Background: an optimization exercise with open tools, aiming at small area. Do not read the settings as production practice. Function was checked by simulation only, so behaviour that the tests miss may differ from the original. The clock port is modelled as an ideal driver; clocking choices that lean on that would not hold on a real chip. Power figures rest on the tool's default switching activity, not on a simulated workload.

$ cat flow/design.v
module reg_file_mp_wbit (
    input  logic s1,
    input  logic an,
    input  logic s0n,
    input  logic b,
    input  logic hn,
    input  logic q,
    output logic d
);
    logic z;
    assign z = !((s0n | b) & (hn | q));
    assign d = !((s1 & an) | z);
endmodule
module reg_file_mp_rd3 (
    input  logic s0,
    input  logic d0,
    input  logic s1,
    input  logic d1,
    input  logic s2,
    input  logic d2,
    output logic yn
);
    assign yn = !((s0 & d0) | (s1 & d1) | (s2 & d2));
endmodule
module reg_file_mp_and3 (
    input  logic [2:0] pn,
    output logic       yn
);
    assign yn = &pn;
endmodule
module reg_file_mp_or3n (
    input  logic [2:0] pn,
    output logic       y
);
    assign y = !(&pn);
endmodule
module reg_file_mp #(
    parameter int XLEN        = 32,
    parameter int NREGS       = 16,
    parameter int AW          = 4,
    parameter int NRP         = 2,
    parameter int BYPASS      = 1,
    parameter int HARDWIRE_X0 = 1
) (
    input  logic                 clk,
    input  logic                 reset,
    input  logic [NRP*AW-1:0]    rs,
    output logic [NRP*XLEN-1:0]  rdata,
    output logic [NRP-1:0]       rs_busy,
    input  logic [1:0]           we,
    input  logic [2*AW-1:0]      rd,
    input  logic [2*XLEN-1:0]    wd,
    input  logic                 issue_valid,
    input  logic [AW-1:0]        issue_rd,
    output logic                 any_busy
);
    logic [XLEN-1:0]  regs_r [NREGS];    
    logic [XLEN-1:0]  nxt_s  [NREGS];    
    logic [NREGS-1:0] valid_r;
    logic [NREGS-1:0] busy_r;
    logic [NREGS-1:0] ren_s;             
    logic [AW-1:0]    rd0_s;
    logic [AW-1:0]    rd1_s;
    logic [XLEN-1:0]  wd0_s;
    logic [XLEN-1:0]  wd1_s;
    logic [XLEN-1:0]  wd1n_s;
    logic [NREGS-1:0] sel1_s;
    logic [NREGS-1:0] sel0_s;
    logic [NREGS-1:0] hold_s;
    logic [NREGS-1:0] iss_s;
    assign rd0_s  = rd[0 +: AW];
    assign rd1_s  = rd[AW +: AW];
    assign wd0_s  = wd[0 +: XLEN];
    assign wd1_s  = wd[XLEN +: XLEN];
    assign wd1n_s = ~wd1_s;
    genvar gk, gb;
    generate
        for (gk = 0; gk < NREGS; gk++) begin : g_reg
            if (gk >= 1) begin : g_st
                logic [XLEN-1:0] q_r;
                logic [XLEN-1:0] d_s;
                logic            valid_q;
                logic            busy_q;
                assign sel1_s[gk] = we[1] && (rd1_s == AW'(gk));
                assign sel0_s[gk] = we[0] && (rd0_s == AW'(gk)) && !sel1_s[gk];
                assign hold_s[gk] = !(sel1_s[gk] || sel0_s[gk]);
                assign iss_s[gk]  = issue_valid && (issue_rd == AW'(gk));
                for (gb = 0; gb < XLEN; gb++) begin : g_bit
                    reg_file_mp_wbit u_w (
                        .s1(sel1_s[gk]),   .an(wd1n_s[gb]),
                        .s0n(!sel0_s[gk]), .b(wd0_s[gb]),
                        .hn(!hold_s[gk]),  .q(q_r[gb]),
                        .d(d_s[gb])
                    );
                end
                always_ff @(posedge clk) begin
                    q_r <= d_s;
                end
                always_ff @(posedge clk or posedge reset) begin
                    if (reset) begin
                        valid_q <= 1'b0;
                        busy_q  <= 1'b0;
                    end else begin
                        valid_q <= valid_q | !hold_s[gk];
                        busy_q  <= iss_s[gk] | (busy_q & hold_s[gk]);
                    end
                end
                assign regs_r[gk]  = q_r;
                assign nxt_s[gk]   = d_s;
                assign valid_r[gk] = valid_q;
                assign busy_r[gk]  = busy_q;
                assign ren_s[gk]   = (valid_q || !hold_s[gk]) && !reset;
            end else begin : g_x0
                assign sel1_s[gk]  = 1'b0;
                assign sel0_s[gk]  = 1'b0;
                assign hold_s[gk]  = 1'b1;
                assign iss_s[gk]   = 1'b0;
                assign regs_r[gk]  = {XLEN{1'b0}};
                assign nxt_s[gk]   = {XLEN{1'b0}};
                assign valid_r[gk] = 1'b0;
                assign busy_r[gk]  = 1'b0;
                assign ren_s[gk]   = 1'b0;
            end
        end
    endgenerate
    genvar gi, gj;
    generate
        for (gi = 0; gi < NRP; gi++) begin : g_rport
            logic [AW-1:0]    addr_s;
            logic [NREGS-1:0] rsel_s;
            assign addr_s = rs[gi*AW +: AW];
            for (gj = 0; gj < NREGS; gj++) begin : g_sel
                assign rsel_s[gj] = ren_s[gj] && (addr_s == AW'(gj));
            end
            for (gb = 0; gb < XLEN; gb++) begin : g_bit
                logic [4:0] pn_s;
                logic       qn_s;
                for (gj = 0; gj < 5; gj++) begin : g_grp
                    reg_file_mp_rd3 u_r (
                        .s0(rsel_s[3*gj+1]), .d0(nxt_s[3*gj+1][gb]),
                        .s1(rsel_s[3*gj+2]), .d1(nxt_s[3*gj+2][gb]),
                        .s2(rsel_s[3*gj+3]), .d2(nxt_s[3*gj+3][gb]),
                        .yn(pn_s[gj])
                    );
                end
                reg_file_mp_and3 u_a (
                    .pn(pn_s[2:0]),
                    .yn(qn_s)
                );
                reg_file_mp_or3n u_o (
                    .pn({pn_s[4:3], qn_s}),
                    .y(rdata[gi*XLEN + gb])
                );
            end
            assign rs_busy[gi] = busy_r[addr_s] && !reset;
        end
    endgenerate
    assign any_busy = (|busy_r) && !reset;
endmodule
$ cat flow/flow/run.sh
#!/bin/bash
# Own layout flow: the standard flow (standard synthesis, same floorplan,
# placement, CTS and routing scripts) with smaller cells picked in three
# places:
# - port buffers start as buf_1 (repair may upsize them);
# - after placement's repair_design, flow/downsize_placed.tcl gives each gate
#   and buffer the smallest drive strength that keeps its pins' transitions
#   in bounds (the later timing repairs size up again what setup needs);
# - the clock tree uses clkbuf_4 with small sink clusters and no dummy
#   loads; after CTS, flow/post_cts.tcl upsizes any clock buffer whose
#   flip-flop clock pins see a slow transition.
# make's output goes to make_finish.log; ORFS keeps each step's log under
# orfs/logs/.
set -euo pipefail
here=$(pwd)
bash standard.sh \
  "BUFFER_PORTS_ARGS=-buffer_cell sky130_fd_sc_hd__buf_1" \
  "POST_RESIZE_TCL=$here/flow/downsize_placed.tcl" \
  "CTS_ARGS=-sink_clustering_enable -repair_clock_nets -dont_use_dummy_load -sink_clustering_size 8 -sink_clustering_max_diameter 50 -buf_list sky130_fd_sc_hd__clkbuf_4" \
  "POST_CTS_TCL=$here/flow/post_cts.tcl" \
  finish > make_finish.log 2>&1
$ cat flow/flow/downsize_placed.tcl
# After placement and repair_design: give each combinational gate and buffer
# the smallest drive strength that still keeps every pin it drives within a
# transition limit and its load within the cell's capacitance limit. The
# timing repairs that follow (after CTS and global routing) size up again
# anything the setup checks need; a downsizing that leaves the estimated
# worst setup slack under ds_slack_floor is undone.
set ds_slew_limit 1.1
set ds_slack_floor 0.35
estimate_parasitics -placement
proc ds_net_slew {inst} {
  set w 0.0
  foreach op [get_pins -of_objects $inst -filter "direction == output"] {
    set net [get_nets -of_objects $op]
    foreach p [get_pins -of_objects $net] {
      set s [get_property $p slew_max]
      if {$s > $w} { set w $s }
    }
  }
  return $w
}
proc ds_viol {} {
  return [expr {[sta::max_slew_violation_count] + [sta::max_capacitance_violation_count]}]
}
set ds_base [ds_viol]
set ds_n 0
set ds_saved 0.0
foreach inst [get_cells *] {
  set m [get_property $inst ref_name]
  if {![regexp {^(sky130_fd_sc_hd__[a-z0-9]+)_([0-9]+)$} $m -> base sz]} { continue }
  if {[regexp {__(df|edf|sdf|dl|clkbuf|clkdly|dlygate|clkinv|conb|tap|fill|decap|dlymetal)} $base]} { continue }
  set area0 [get_property [get_lib_cells */$m] area]
  set tries {}
  foreach s {1 2 4 6 8} {
    if {$s >= $sz} { break }
    set lc [get_lib_cells -quiet */${base}_$s]
    if {[llength $lc] == 0} { continue }
    if {[get_property $lc area] >= $area0} { continue }
    lappend tries ${base}_$s
  }
  foreach t $tries {
    replace_cell $inst $t
    # replace_cell leaves the nets of the swapped cell without parasitics;
    # estimate them again so that the checks below see the real loads.
    estimate_parasitics -placement
    if {[ds_net_slew $inst] <= $ds_slew_limit && [ds_viol] <= $ds_base
        && [sta::worst_slack_cmd max] >= $ds_slack_floor * 1e-9} {
      set ds_saved [expr {$ds_saved + $area0 - [get_property [get_lib_cells */$t] area]}]
      incr ds_n
      set m {}
      break
    }
    replace_cell $inst $m
    estimate_parasitics -placement
  }
}
puts "downsize_placed: $ds_n cells made smaller, [format %.1f $ds_saved] um2 saved"
$ cat flow/flow/post_cts.tcl
# Clock buffers: upsize any that drives a flip-flop clock pin with a slow
# transition (clkbuf_4 -> clkbuf_8 -> clkbuf_16), so the clock edge stays
# sharp at every register.
set clk_slew_target 0.095
set clk_next [dict create sky130_fd_sc_hd__clkbuf_2 sky130_fd_sc_hd__clkbuf_4 \
  sky130_fd_sc_hd__clkbuf_4 sky130_fd_sc_hd__clkbuf_8 \
  sky130_fd_sc_hd__clkbuf_8 sky130_fd_sc_hd__clkbuf_16]
set n_up 0
for {set pass 0} {$pass < 3} {incr pass} {
  estimate_parasitics -placement
  set up {}
  foreach pin [get_pins -hierarchical */CLK] {
    if {[get_property $pin slew_max] <= $clk_slew_target} { continue }
    set net [get_nets -of_objects $pin]
    foreach drv [get_pins -of_objects $net -filter "direction == output"] {
      set inst [get_cells -of_objects $drv]
      set name [get_full_name $inst]
      if {[dict exists $clk_next [get_property $inst ref_name]] && [lsearch $up $name] < 0} {
        lappend up $name
      }
    }
  }
  if {[llength $up] == 0} { break }
  foreach name $up {
    set inst [get_cells $name]
    replace_cell $inst [dict get $clk_next [get_property $inst ref_name]]
  }
  incr n_up [llength $up]
}
puts "post_cts: $n_up clock buffer upsizes"
if {$n_up > 0} {
  detailed_placement
  estimate_parasitics -placement
}
$ cat flow/standard.sh
#!/bin/bash
# synth_recipe.tcl (not shown) runs the flow's synth.tcl, then flattens the netlist and writes it again
# the make line also repeats each setting of config.mk as NAME=value (left out here)
make -C /OpenROAD-flow-scripts/flow DESIGN_CONFIG=/design/flow/config.mk WORK_HOME=/design/flow/orfs CLKGATE_MAP_FILE= SYNTH_SCRIPT=/design/flow/synth_recipe.tcl "${@:-finish}"
$ cat flow/config.mk
export PLATFORM = sky130hd
export DESIGN_NAME = reg_file_mp
export DESIGN_NICKNAME = reg_file_mp
export VERILOG_FILES = /design/flow/design.v
export SDC_FILE = /design/flow/constraint.sdc
export NUM_CORES = 4
export LEC_CHECK = 0
export CAP_MARGIN = 0
export CORE_MARGIN = 2
export CORE_UTILIZATION = 45
export PLACE_DENSITY = 0.6
export SLEW_MARGIN = 0
export SYNTH_HIERARCHICAL = 1
export SYNTH_MINIMUM_KEEP_SIZE = 0
$ cat flow/constraint.sdc
create_clock -name core_clock -period 6.0 [get_ports {clk}]
set_input_delay 1.2000 -clock core_clock [delete_from_list [all_inputs] [get_ports {clk}]]
set_output_delay 1.2000 -clock core_clock [all_outputs]
set_load 0.01 [all_outputs]
==> run notes <==
status -> failed layout checks
violated checks -> setup timing
Worst Path Class, Setup -> input port to output port
crit path time final -> 6050 ps
share of cells above drive strength 1 -> 6.80%
ys flop type -> dfxtp_1
skew final -> 0 ps
CTS tree -> built
Final Hold Vio Count -> 0
crit path DAT -> 4850 ps
VDD IR-drop max -> 0.171 mV
first-pass GRT wire length -> 160000 um
Mapped Area -> 21100 um^2
post-synthesis area per instance -> 9.70 um^2
top cells by area, synth -> dfxtp_1 (45%), a222oi_1 (15%), o22ai_1 (15%)
die area -> 48700 um^2
Sink Count -> 510
Top delay family on crit path -> simple AND/OR/NAND/NOR gates
wire length per cell -> 36.3 um
Power, Total -> 0.00866 W
worst path cell trace -> buf_1 > nand3_1 > o22ai_1 > nor2_1 > nor3_1 > buf_1 > a222oi_1 > nand3_1 > buf_1
largest net degree at the start of global routing -> 34
drt via density -> 8.23
Die H -> 221 um
port bufs -> 155
initial core utilization -> 45.5%
worst-skew pair later-pin latency -> 820 ps
register area share after synthesis -> 49.0%
DRC violation total after the first TritonRoute iteration -> 5396
Post-synth EDFFs -> 0
syn nets -> 2267
1st-pass router iterations -> 13
CP Buf/Inv Count -> 3
Power per Cell Area -> 368 nW/um^2
Slew @ Worst Pin -> 1380 ps
Synth cell types -> 34
CTS clock-pin slew for the worst setup and hold paths -> 90 ps
Tcrit/Tclk final -> 101%
grt total ovfl -> 0
crit path from -> rd[3]
Seq cells post-synth -> 510
num ports -> 156
crit-path max FO -> 9
Layout area overhead -> 11.4%
vias in the first global route -> 24100
Vias -> 25600
ys async rst share -> 5.88%
GRT Util Overall -> 45.0%
Slew HR -> 8.17%
area of the core -> 46500 um^2
hold crit path type -> flop to flop
critical path startpoint category -> input port
Slew Limit Fails -> 0
Fmax achieved -> 165 MHz
Routability Congestion -> 0.947
initial antenna violation count -> 5
row cnt -> 79
Die X -> 221 um
final setup vio count -> 7
Leak -> 8.23 nW
setup tns final -> -125 ps
CP Capture Type -> output port
final instance area -> 23500 um^2
RSZ-0062 raised after global routing -> false
PnR worst setup slack -> -46.0 ps
Yosys warning total -> 11
worst hold slack -> 462 ps
post-synth top area share -> 45.5%
Max Cap Viol -> 0
Placed Area -> 22900 um^2
cell taking the most area after synthesis -> dfxtp_1
Worst path max stage delay -> 790 ps
CP required -> 4800 ps
reg2reg start -> g_reg[4].g_st.q_r[21]$_DFF_P_
Post-Syn Instances -> 2178
most frequent cells in the layout -> o22ai_1 (507), a21oi_1 (484), dfxtp_1 (480)
min-delay src -> g_reg[12].g_st.valid_q$_DFF_PP0_
commonest non-fill, non-tap cell in the layout -> o22ai_1
Total Wirelength -> 113000 um
post-route ant nets -> 0
nets@finish -> 2591
DRC errors left -> 0
Crit-path slowest cell -> nor3_1
CP most frequent cell -> buf_1
Detailed Place HPWL -> 60500 um
-- metal layers --
metal  wire length, um  vias to the layer above  global-route usage [%]
li1                  -                    10300                       -
met1             39300                    12100                    56.7
met2             45100                     2596                    64.0
met3             19200                      704                    17.0
met4              9510                        2                    30.2
met5                16                        -                       0
-- modules after synthesis, one instance, submodules excluded --
module            flops+latches  cells inside  times used  area (um^2)
reg_file_mp_and3              0             1          64         6.26
reg_file_mp_wbit              0             2         480         11.3
reg_file_mp_or3n              0             1          64         5.00
reg_file_mp_rd3               0             1         320         10.0
reg_file_mp                 510           770           1        11800
-- synthesized netlist by cell type (3+ instances only) --
| library cell | count |
|---|---|
| a222oi_1 | 320 |
| nor4_2 | 6 |
| dfxtp_1 | 480 |
| nor2_1 | 32 |
| o22ai_4 | 3 |
| o22ai_1 | 504 |
| o2111ai_1 | 6 |
| mux2i_1 | 4 |
| a21oi_1 | 484 |
| inv_1 | 67 |
| nand3b_1 | 6 |
| or3_1 | 15 |
| nand3_1 | 71 |
| o32ai_1 | 3 |
| and3_1 | 64 |
| clkbuf_1 | 11 |
| nand2_1 | 17 |
| nor4_1 | 3 |
| nor3_1 | 25 |
| dfrtp_1 | 30 |
| nand2b_1 | 8 |
-- final timing paths --
kind | endpoint | slack (ps) | cells after the start
min | g_reg[12].g_st.valid_q$_DFF_PP0_ | 460 | 2
max in group asynchronous | g_reg[3].g_st.valid_q$_DFF_PP0_ | 4720 | 3
max | rdata[63] | -50 | 9
max reg2reg | g_reg[4].g_st.q_r[21]$_DFF_P_ | 5120 | 2
min in group asynchronous | g_reg[4].g_st.busy_q$_DFF_PP0_ | 570 | 3
min reg2reg | g_reg[12].g_st.valid_q$_DFF_PP0_ | 460 | 2
-- flip-flops by register name, summed over array words and instances, names as in the netlist --
signal / count
g.g_st.busy_q: 15
g.g_st.valid_q: 15
g.g_st.q_r: 480
-- through the flow --
step | std cells | setup slack [ps] | util [%]
2_1_floorplan | 2178 | -260 | -
3_3_place_gp | 3032 | 545 | 51.5
3_5_place_dp | 3032 | 316 | 49.3
5_1_grt | 3113 | 92.0 | 50.6
6_report | 3116 | -46.0 | 50.6
-- worst min-delay path: stages, from the launching register on --
cell and delay [ps]:
dfrtp_1 330, nor2_1 60, inv_1 50
-- logic make-up (layout without fill, tap and decap cells) --
group           Yosys count  count (layout)  share of synthesized area (%)
compound gates         1327            1327                           42.4
buf+inv                  79             401                           1.42
flops                   510             510                           49.0
mux                       6               6                          0.403
other cells               0               9                              0
simple gates            256             256                           6.69
-- area by class of cell --
cell class                      count  area (um^2)
Inverter                           67          251
Fill cell                        4454        22900
Timing Repair Buffer              259         1130
Clock buffer                       75          594
Sequential cell                   510        10400
Tap cell                          607          759
Multi-Input combinational cell   1589        10400
Antenna cell                        9         22.5
-- power breakdown --
group,internal [W],switching [W]
logic,0.000866,0.00143
clock network,0.000609,0.00123
registers,0.00427,0.000245

==> separate check: timing with driven ports <==
How much do the figures lean on ideal ports? The routed layout below was timed once more, with nothing changed but the port constraints. Step 1, drivers: a clkbuf_16 drives clk and a buf_2 each remaining input, both assumed. Step 2 adds t to the input delays and takes it off the output delays; t is the mean of the earliest and latest rising clock arrival at the registers after step 1. Input paths then give back, and output paths get back, about the clock's delay inside the block. Three values: no drivers, after step 1, after step 2; two values: the first two.
t (ns): 0.905
slack for setup (ns): -0.046 / -0.070 / -0.070
hold slack, ns: 0.462 / 0.462 / 0.462
worst slew at a driven data input, ns: 0.10
The setup slack of this run moves by -0.024 ns with the drivers and by -0.024 ns with both steps.
